What follows belongs to an exercise in optimizing a design on an open flow for small area, a short achievable clock period and few clock cycles; a production flow would make more cautious choices.
In this exercise RTL edits were held to simulation tests only and were not proved equivalent to the original.

==> design/flow/design.v <==
`default_nettype none
package automaton_pkg;
  typedef logic [8-1:0]        ste_vec_t;        
  typedef logic [8-1:0]     symbol_t;
  typedef logic [10-1:0]     wb_adr_t;
  typedef logic [32-1:0]    wb_data_t;        
  typedef logic [$clog2(8)-1:0] ste_idx_t;
  typedef logic [16-1:0] report_count_t;
  typedef enum logic {
    BUS_IDLE,
    BUS_ACK
  } bus_state_t;
endpackage
`default_nettype wire
`default_nettype none
module rd_bit (
  input  logic [10-1:0] adr,
  input  logic                 act,    
  input  logic                 cnt,    
  output logic                 y
);
  assign y = (adr[10-1:2] == 10'h201 >> 2) &&
             ((adr[1:0] == 2'(10'h201) && act) || (adr[1:0] == 2'(10'h202) && cnt));
endmodule
module rd_bit_cnt (
  input  logic [10-1:0] adr,
  input  logic                 cnt,
  output logic                 y
);
  assign y = (adr == 10'h202) && cnt;
endmodule
module wb_config_port (
  input  logic                          cyc,
  input  logic                          stb,
  input  logic                          we,
  input  automaton_pkg::wb_adr_t        adr,
  output automaton_pkg::wb_data_t       dat_r,
  output logic                          ack,
  output logic                          cfg_we,
  output logic                          step,
  output logic                          clear,
  input  automaton_pkg::ste_vec_t       active,
  input  automaton_pkg::report_count_t  report_count
);
  logic req;
  logic wr;
  assign req = cyc && stb;
  assign ack = req;
  assign wr  = req && we;
  assign cfg_we = wr && (adr[10-1:7] == '0);
  assign step   = wr && (adr == 10'h200);
  assign clear  = wr && (adr == 10'h203);
  for (genvar b = 0; b < 32; b++) begin : g_rd
    if (b < 8) begin : g_lo
      rd_bit u (.adr (adr), .act (active[b]), .cnt (report_count[b]), .y (dat_r[b]));
    end else if (b < 16) begin : g_mid
      rd_bit_cnt u (.adr (adr), .cnt (report_count[b]), .y (dat_r[b]));
    end else begin : g_hi
      assign dat_r[b] = 1'b0;
    end
  end
endmodule
`default_nettype wire
`default_nettype none
module lk_grp8 (
  input  logic [7:0] c,
  input  logic [7:0] s,
  output logic       y
);
  assign y = |(c & s);
endmodule
module lk_nor2 (
  input  logic [1:0] a,
  output logic       y
);
  assign y = ~|a;
endmodule
module lk_nand2 (
  input  logic [1:0] a,
  output logic       y
);
  assign y = ~&a;
endmodule
module lk_hisel (
  input  logic [7:0] word,
  input  logic [7:0] hi,
  output logic       y
);
  assign y = |(word & hi);
endmodule
module ste_cell #(
  parameter int STE_ID = 0
) (
  input  logic                     clk,
  input  logic                     rst,
  input  logic                     cfg_we,
  input  logic [3:0]               cfg_ofs,
  input  logic [2:0]               cfg_ste,
  input  automaton_pkg::wb_data_t  wdata,      
  input  logic [31:0]              lo_oh,      
  input  logic [7:0]               hi_oh,      
  output logic                     class_bit,
  output automaton_pkg::ste_vec_t  succ,
  output logic                     start,
  output logic                     rep
);
  automaton_pkg::wb_data_t class_q [8];   
  logic [255:0]            class_flat;
  logic                    sel;
  assign sel = cfg_we && (cfg_ste == 3'(STE_ID));
  for (genvar k = 0; k < 8; k++) begin : g_word
    always_ff @(posedge clk) begin
      if (rst || (sel && cfg_ofs == 4'(k))) class_q[k] <= wdata;
    end
    assign class_flat[32*k +: 32] = class_q[k];
  end
  always_ff @(posedge clk) begin
    if (rst || (sel && cfg_ofs == 4'd8)) succ <= wdata[8-1:0];
    if (rst || (sel && cfg_ofs == 4'd9)) begin
      start <= wdata[0];
      rep   <= wdata[1];
    end
  end
  logic [31:0] grp;
  logic [15:0] half_n;
  logic [7:0]  word;
  for (genvar m = 0; m < 32; m++) begin : g_grp
    lk_grp8 u (.c (class_flat[8*m +: 8]), .s (lo_oh[8*(m%4) +: 8]), .y (grp[m]));
  end
  for (genvar k = 0; k < 8; k++) begin : g_wrd
    lk_nor2  u_lo (.a (grp[4*k +: 2]),     .y (half_n[2*k]));
    lk_nor2  u_hi (.a (grp[4*k + 2 +: 2]), .y (half_n[2*k+1]));
    lk_nand2 u    (.a (half_n[2*k +: 2]),  .y (word[k]));
  end
  lk_hisel u_hi (.word (word), .hi (hi_oh), .y (class_bit));
endmodule
`default_nettype wire
`default_nettype none
module rt_sel8 (
  input  logic [7:0] cls,
  input  logic [7:0] g,
  output logic       y
);
  assign y = |(cls & g);
endmodule
module rt_mux2 (
  input  logic s,
  input  logic a,    
  input  logic b,    
  output logic y
);
  assign y = s ? b : a;
endmodule
module rt_inc16 (
  input  logic [15:0] a,
  output logic [15:0] y
);
  assign y = a + 16'd1;
endmodule
module activation_router (
  input  logic                          clk,
  input  logic                          rst,
  input  logic                          step,
  input  logic                          clear,
  input  automaton_pkg::ste_vec_t       class_bits,     
  input  logic [8*8-1:0]      succ,           
  input  automaton_pkg::ste_vec_t       start,
  input  automaton_pkg::ste_vec_t       rep,
  output automaton_pkg::ste_vec_t       active,
  output automaton_pkg::report_count_t  report_count,
  output logic                          report
);
  automaton_pkg::ste_vec_t      en;
  automaton_pkg::ste_vec_t      hit_g;
  automaton_pkg::ste_vec_t      next;
  automaton_pkg::ste_vec_t      active_d;
  automaton_pkg::report_count_t count_inc;
  automaton_pkg::report_count_t count_hold;
  automaton_pkg::report_count_t count_step;
  automaton_pkg::report_count_t count_d;
  logic                         kill;
  logic                         step_ok;
  logic [3:0]                   hit;    
  assign en      = active | start;
  assign hit_g   = en & rep;
  assign kill    = rst || clear;
  assign step_ok = step && !kill;
  for (genvar j = 0; j < 8; j++) begin : g_next
    automaton_pkg::ste_vec_t g;   
    for (genvar i = 0; i < 8; i++) begin : g_src
      assign g[i] = en[i] & succ[i*8 + j];
    end
    rt_sel8 u_sel (.cls (class_bits), .g (g), .y (next[j]));
    rt_mux2 u_mux (
      .s (step_ok),
      .a (!kill && active[j]),
      .b (next[j]),
      .y (active_d[j])
    );
  end
  for (genvar c = 0; c < 4; c++) begin : g_hit
    rt_sel8 u_hit (.cls (class_bits), .g (hit_g), .y (hit[c]));
  end
  rt_inc16 u_inc (.a (report_count), .y (count_inc));
  assign count_hold = kill ? '0 : report_count;
  assign count_step = step_ok ? count_inc : count_hold;
  for (genvar k = 0; k < 16; k++) begin : g_cnt
    rt_mux2 u_mux (.s (hit[k/4]), .a (count_hold[k]), .b (count_step[k]), .y (count_d[k]));
  end
  always_ff @(posedge clk) begin
    active       <= active_d;
    report       <= step_ok && hit[0];   
    report_count <= count_d;            
  end
endmodule
`default_nettype wire
`default_nettype none
module automaton_top (
  input  logic                     clk,
  input  logic                     rst,
  input  logic                     cyc,
  input  logic                     stb,
  input  logic                     we,
  input  automaton_pkg::wb_adr_t   adr,
  input  automaton_pkg::wb_data_t  dat_w,
  output automaton_pkg::wb_data_t  dat_r,
  output logic                     ack,
  output logic                     report
);
  logic                         cfg_we;
  logic                         step;
  logic                         clear;
  automaton_pkg::wb_data_t      wdata;
  logic [31:0]                  lo_oh;
  logic [7:0]                   hi_oh;
  automaton_pkg::ste_vec_t      class_bits;
  logic [8*8-1:0]     succ;             
  automaton_pkg::ste_vec_t      start;
  automaton_pkg::ste_vec_t      rep;
  automaton_pkg::ste_vec_t      active;
  automaton_pkg::report_count_t report_count;
  wb_config_port port_i (
    .cyc          (cyc),
    .stb          (stb),
    .we           (we),
    .adr          (adr),
    .dat_r        (dat_r),
    .ack          (ack),
    .cfg_we       (cfg_we),
    .step         (step),
    .clear        (clear),
    .active       (active),
    .report_count (report_count)
  );
  assign wdata = rst ? '0 : dat_w;
  for (genvar b = 0; b < 32; b++) begin : g_lo
    assign lo_oh[b] = (dat_w[4:0] == 5'(b));
  end
  for (genvar k = 0; k < 8; k++) begin : g_hi
    assign hi_oh[k] = (dat_w[7:5] == 3'(k));
  end
  for (genvar g = 0; g < 8; g++) begin : g_ste
    ste_cell #(
      .STE_ID (g)
    ) cell_i (
      .clk       (clk),
      .rst       (rst),
      .cfg_we    (cfg_we),
      .cfg_ofs   (adr[3:0]),
      .cfg_ste   (adr[6:4]),
      .wdata     (wdata),
      .lo_oh     (lo_oh),
      .hi_oh     (hi_oh),
      .class_bit (class_bits[g]),
      .succ      (succ[g*8 +: 8]),
      .start     (start[g]),
      .rep       (rep[g])
    );
  end
  activation_router router_i (
    .clk        (clk),
    .rst        (rst),
    .step       (step),
    .clear      (clear),
    .class_bits (class_bits),
    .succ       (succ),
    .start      (start),
    .rep        (rep),
    .active       (active),
    .report_count (report_count),
    .report     (report)
  );
endmodule
`default_nettype wire
==> design/flow/run.sh <==
#!/bin/bash
# synth_recipe.tcl (not shown) runs the flow's synth.tcl, then flattens the netlist and writes it again
# the make line also repeats each setting of config.mk as NAME=value (left out here)
make -C /OpenROAD-flow-scripts/flow DESIGN_CONFIG=/design/flow/config.mk WORK_HOME=/design/flow/orfs CLKGATE_MAP_FILE= SYNTH_SCRIPT=/design/flow/synth_recipe.tcl finish
==> design/flow/config.mk <==
export PLATFORM = sky130hd
export DESIGN_NAME = automaton_top
export DESIGN_NICKNAME = automaton_top
export VERILOG_FILES = /design/flow/design.v
export SDC_FILE = /design/flow/constraint.sdc
export NUM_CORES = 4
export LEC_CHECK = 0
export CAP_MARGIN = 20
export CORE_MARGIN = 2
export CORE_UTILIZATION = 40
export SETUP_SLACK_MARGIN = 2.3
export SLEW_MARGIN = 20
export SYNTH_HIERARCHICAL = 1
==> design/flow/constraint.sdc <==
create_clock -name core_clock -period 5.0 [get_ports {clk}]
set_input_delay 1.0000 -clock core_clock [delete_from_list [all_inputs] [get_ports {clk}]]
set_output_delay 1.0000 -clock core_clock [all_outputs]
set_load 0.01 [all_outputs]
==> results.json <==
{
  "synth-main-ff-cell": "edfxtp_1",
  "r2r_slack_ns": 2.00,
  "critical_path_arrival_ns": 4.44,
  "cts.sinks": 2153,
  "yosysSeqAreaShare_pct": 81.15,
  "grt_pass1_vias": 45990,
  "synth_edf_count": 2128,
  "drtIter0Drc": 6827,
  "fp.dieW_um": 449.4,
  "critPathKind": "input port to flop",
  "ctsHoldBuffers": 0,
  "rr_endpoint": "router_i.report_count[7]",
  "startpoint": "dat_w[1]",
  "synth_cells": 4265,
  "io_pins": 81,
  "post_drt_wl_per_cell_um": 32.04,
  "r2r_cells": 11,
  "synth_top_family_by_area": "compound AO/OA/AOI/OAI gates",
  "final.setup.tns_ns": 0,
  "synthDistinctLibCells": 57,
  "startpoint_type": "input port",
  "antenna_found_initial": 15,
  "clockBufferDepth": 3,
  "fin_util_pct": 48.79,
  "syn_area_sq_um": 79360,
  "fin_crit_ns": 3.715,
  "synth-xor-area-share_pct": 0.1545,
  "area.growth.synth_to_final_pct": 21.25,
  "hold_violations": 0,
  "start_util_pct": 40.24,
  "cts_tree": "built",
  "crit_required_ns": 5.73,
  "dr.pass1.iters": 6,
  "wirelength_mm": 248.4,
  "grt_overflow_total": 0,
  "slew_viol_final": 0,
  "syn_avg_cell_area_sq_um": 18.61,
  "die_h_um": 449.4,
  "clk_pin_slew_worst_paths_ns": 0.06,
  "worstMarginPinSlew_ns": 1.280,
  "p_leak_uw": 0.03145,
  "cp-end-kind": "flop",
  "numCtsBuffers": 203,
  "routabilityCongestion": 0.8855,
  "maxSlewHeadroom_pct": 14.50,
  "r2r_start": "g_ste[2].cell_i.class_q[0][3]",
  "status": "timing/DRC/antenna clean",
  "dieArea_sq_um": 202000,
  "nets": 4986,
  "cp_max_fo": 17,
  "synth_fa_ha_area_share_pct": 0.01577,
  "hp-class": "input port to flop",
  "fmax_mhz": 269.2,
  "vias_per_cell": 6.191,
  "insertion_delay_ns": 0.85,
  "postLayoutCellArea_sq_um": 96220,
  "grt_max_degree": 65,
  "finalClockSkew_ns": 0.04626,
  "drc": 0,
  "grt_pass1_wl_mm": 347.4,
  "placed_cell_area_sq_um": 87190,
  "ir_drop_mv": 0.3008,
  "setup-violations-final": 0,
  "final_antenna_net_count": 0,
  "port_buffers": 64,
  "yosysWarnings": 23,
  "synth.area.mux_share_pct": 0.6558,
  "synth_compound_area_share_pct": 11.51,
  "fin_crit_sh_pct": 74.30,
  "ys_ff_latch": 2153,
  "hpwlAfterDp_mm": 140.8,
  "p_per_area_nw_per_um2": 409.2,
  "core_sq_um": 197200,
  "final_layout_size_suffix_gt1_share_pct": 21.44,
  "grt_usage_pct": 23.91,
  "rows": 163,
  "cts.htree.levels": 4,
  "cp-endpoint": "router_i.report_count[7]",
  "maxCapViolations": 0,
  "ys_async_sr_fraction_pct": 0,
  "p_total_uw": 39370,
  "rsz0062_at_grt": "yes",
  "synth-simple-area-share_pct": 6.174,
  "root_buffer": "clkbuf_16",
  "dr_total_vias": 47990
}
timing repair:
| action | 4_1_cts | 5_1_grt |
|---|---|---|
| setup endpoints to repair | 2171 | 451 |
| pin swaps | 109 | 89 |
| gates resized for setup | 337 | 99 |
| cloned | 24 | 6 |
| buffers inserted | 68 | 23 |
| endpoints found under the hold margin | 0 | 0 |
per-layer routing:
metal	vias up	share of wire [%]	global-route usage, %
met5	-	0	0
met4	0	3.1	7.686
met3	422	9.8	4.611
met2	2810	47	38.17
met1	25010	40	33.04
li1	19750	-	-
Yosys stat by module (local to each module, per instance), a selection:
| module | cells inside | copies in the design | flip-flops and latches |
|---|---|---|---|
| automaton_top | 91 | 1 | 0 |
| lk_nand2 | 1 | 64 | 0 |
| rt_mux2 | 1 | 24 | 0 |
| rd_bit_cnt | 4 | 8 | 0 |
| rt_inc16 | 38 | 1 | 0 |
| lk_nor2 | 1 | 128 | 0 |
| wb_config_port | 26 | 1 | 0 |
| rd_bit | 5 | 8 | 0 |
| lk_grp8 | 5 | 256 | 0 |
| lk_hisel | 5 | 8 | 0 |
| activation_router | 171 | 1 | 25 |
worst max-delay path, stage by stage:
cell	delay (ns)
buf_6	0.09
buf_6	0.12
nand3b_1	0.22
buf_4	0.18
nor2_4	0.68
buf_4	0.32
a22oi_1	0.11
nand4_1	0.22
nor2_2	0.08
nand2_4	0.10
a22oi_1	0.10
nand4_1	0.29
buf_6	0.20
a22oi_2	0.08
nand4_1	0.18
buf_6	0.15
mux2_4	0.29
area by class of cell:
| class | instances | area [sq um] |
|---|---|---|
| diodes | 5 | 12.51 |
| clock buffers | 241 | 5265 |
| clock inverters | 133 | 1167 |
| fillers | 16250 | 101000 |
| inverters | 8 | 30.03 |
| multi-input cells | 2093 | 16450 |
| flip-flops and latches | 2153 | 64400 |
| well taps | 2640 | 3303 |
| repair buffers | 479 | 5599 |
placed cells by master (no fill, tap or decap), types with 12 or more instances in the layout:
master	instances
clkinv_1	58
dfxtp_1	25
nand2_1	65
a22oi_1	1016
buf_12	108
nor2_1	128
nand3b_1	19
clkbuf_1	36
buf_4	233
mux2_4	24
clkbuf_16	207
buf_6	68
a22oi_2	88
a41o_1	40
nor2_4	39
clkinv_2	42
buf_2	17
nor2_2	33
edfxtp_1	2128
bufinv_16	14
nor2b_4	37
a31o_4	15
mux2i_1	16
or4_4	12
nor2b_1	77
conb_1	16
or4b_4	12
nand2_2	12
nand4_1	280
clkdlybuf4s50_1	28
and2_1	26
xnor2_1	12
how the worst min path moves through the flow:
stage / from / endpoint / slack (ns) / cells after the start
floorplan: router_i.active[0] / router_i.active[0] / 0.58 / 2
global placement: router_i.active[7] / router_i.active[7] / 0.66 / 2
detailed placement: router_i.active[2] / router_i.active[2] / 0.67 / 2
CTS: dat_w[2] / g_ste[7].cell_i.class_q[2][2] / 0.55 / 2
global route: dat_w[2] / g_ste[7].cell_i.class_q[2][2] / 0.58 / 2
finish: dat_w[2] / g_ste[7].cell_i.class_q[2][2] / 0.62 / 2
cell usage after synthesis (17+ instances only):
master    number  area share [%]
nor2b_1      110            0.87
dfxtp_1       25            0.63
and2_1        26            0.20
nand4_1      280             2.2
nor2_1       194            0.92
buf_4         17            0.16
a22oi_1     1104              10
nand3b_1      19            0.18
mux2_4        24            0.45
nand2_1       81            0.38
a41o_1        40            0.50
edfxtp_1    2128              81
kinds of logic (layout without fill, tap and decap cells):
logic type                 after synthesis  after routing
DFF                                   2153           2153
AOI/OAI and AO/OA                     1192           1201
and+or+nand+nor                        819            821
buffers and inverters                   45            861
muxes                                   40             40
xor gates and xnor gates                14             14
adders and majority gates                1              1
other                                    1             21
state kept, by name, summed over array words and instances, names as in the netlist:
register	count
g_ste.cell_i.start	8
router_i.report_count	16
g_ste.cell_i.rep	8
router_i.report	1
router_i.active	8
g_ste.cell_i.succ	64
g_ste.cell_i.class_q	2048
report_power, final:
part,switching [uW],internal (uW)
Clock,6720,8270
Sequential,365,21400
Combinational,1860,743
per-stage QoR:
| stage | setup slack, ns | hold WS, ns | std cells |
|---|---|---|---|
| after floorplan | 0.9798 | 0.5821 | 4280 |
| after global placement | -0.3474 | 0.6625 | 7249 |
| after detailed placement | -0.3556 | 0.6694 | 7249 |
| after CTS | 1.383 | 0.5548 | 7715 |
| after global routing | 1.308 | 0.5838 | 7749 |
| final | 1.285 | 0.6185 | 7752 |
Testbench counts, summed over its fixed seeds: cycles 32,648.

[separate check: timing with driven ports]
How much do the figures lean on ideal ports? The routed layout below was timed once more, with nothing changed but the port constraints.
Step 1 assumes that a clkbuf_16 drives the clock port and a buf_2 every other input.
Step 2 also shifts input and output timing later by t, the mid clock arrival at the registers, as if the neighbouring blocks saw the same clock.
Three values: ideal ports, drivers, drivers and shift; two values: the first two.
t (ns): 0.927
setup slack, ns: 1.285 / 1.345 / 0.418
worst slew at a driven data input, ns: 0.26
After both steps setup and hold are still met in this run. The setup slack of this run moves by +0.060 ns with the drivers and by -0.867 ns with both steps.
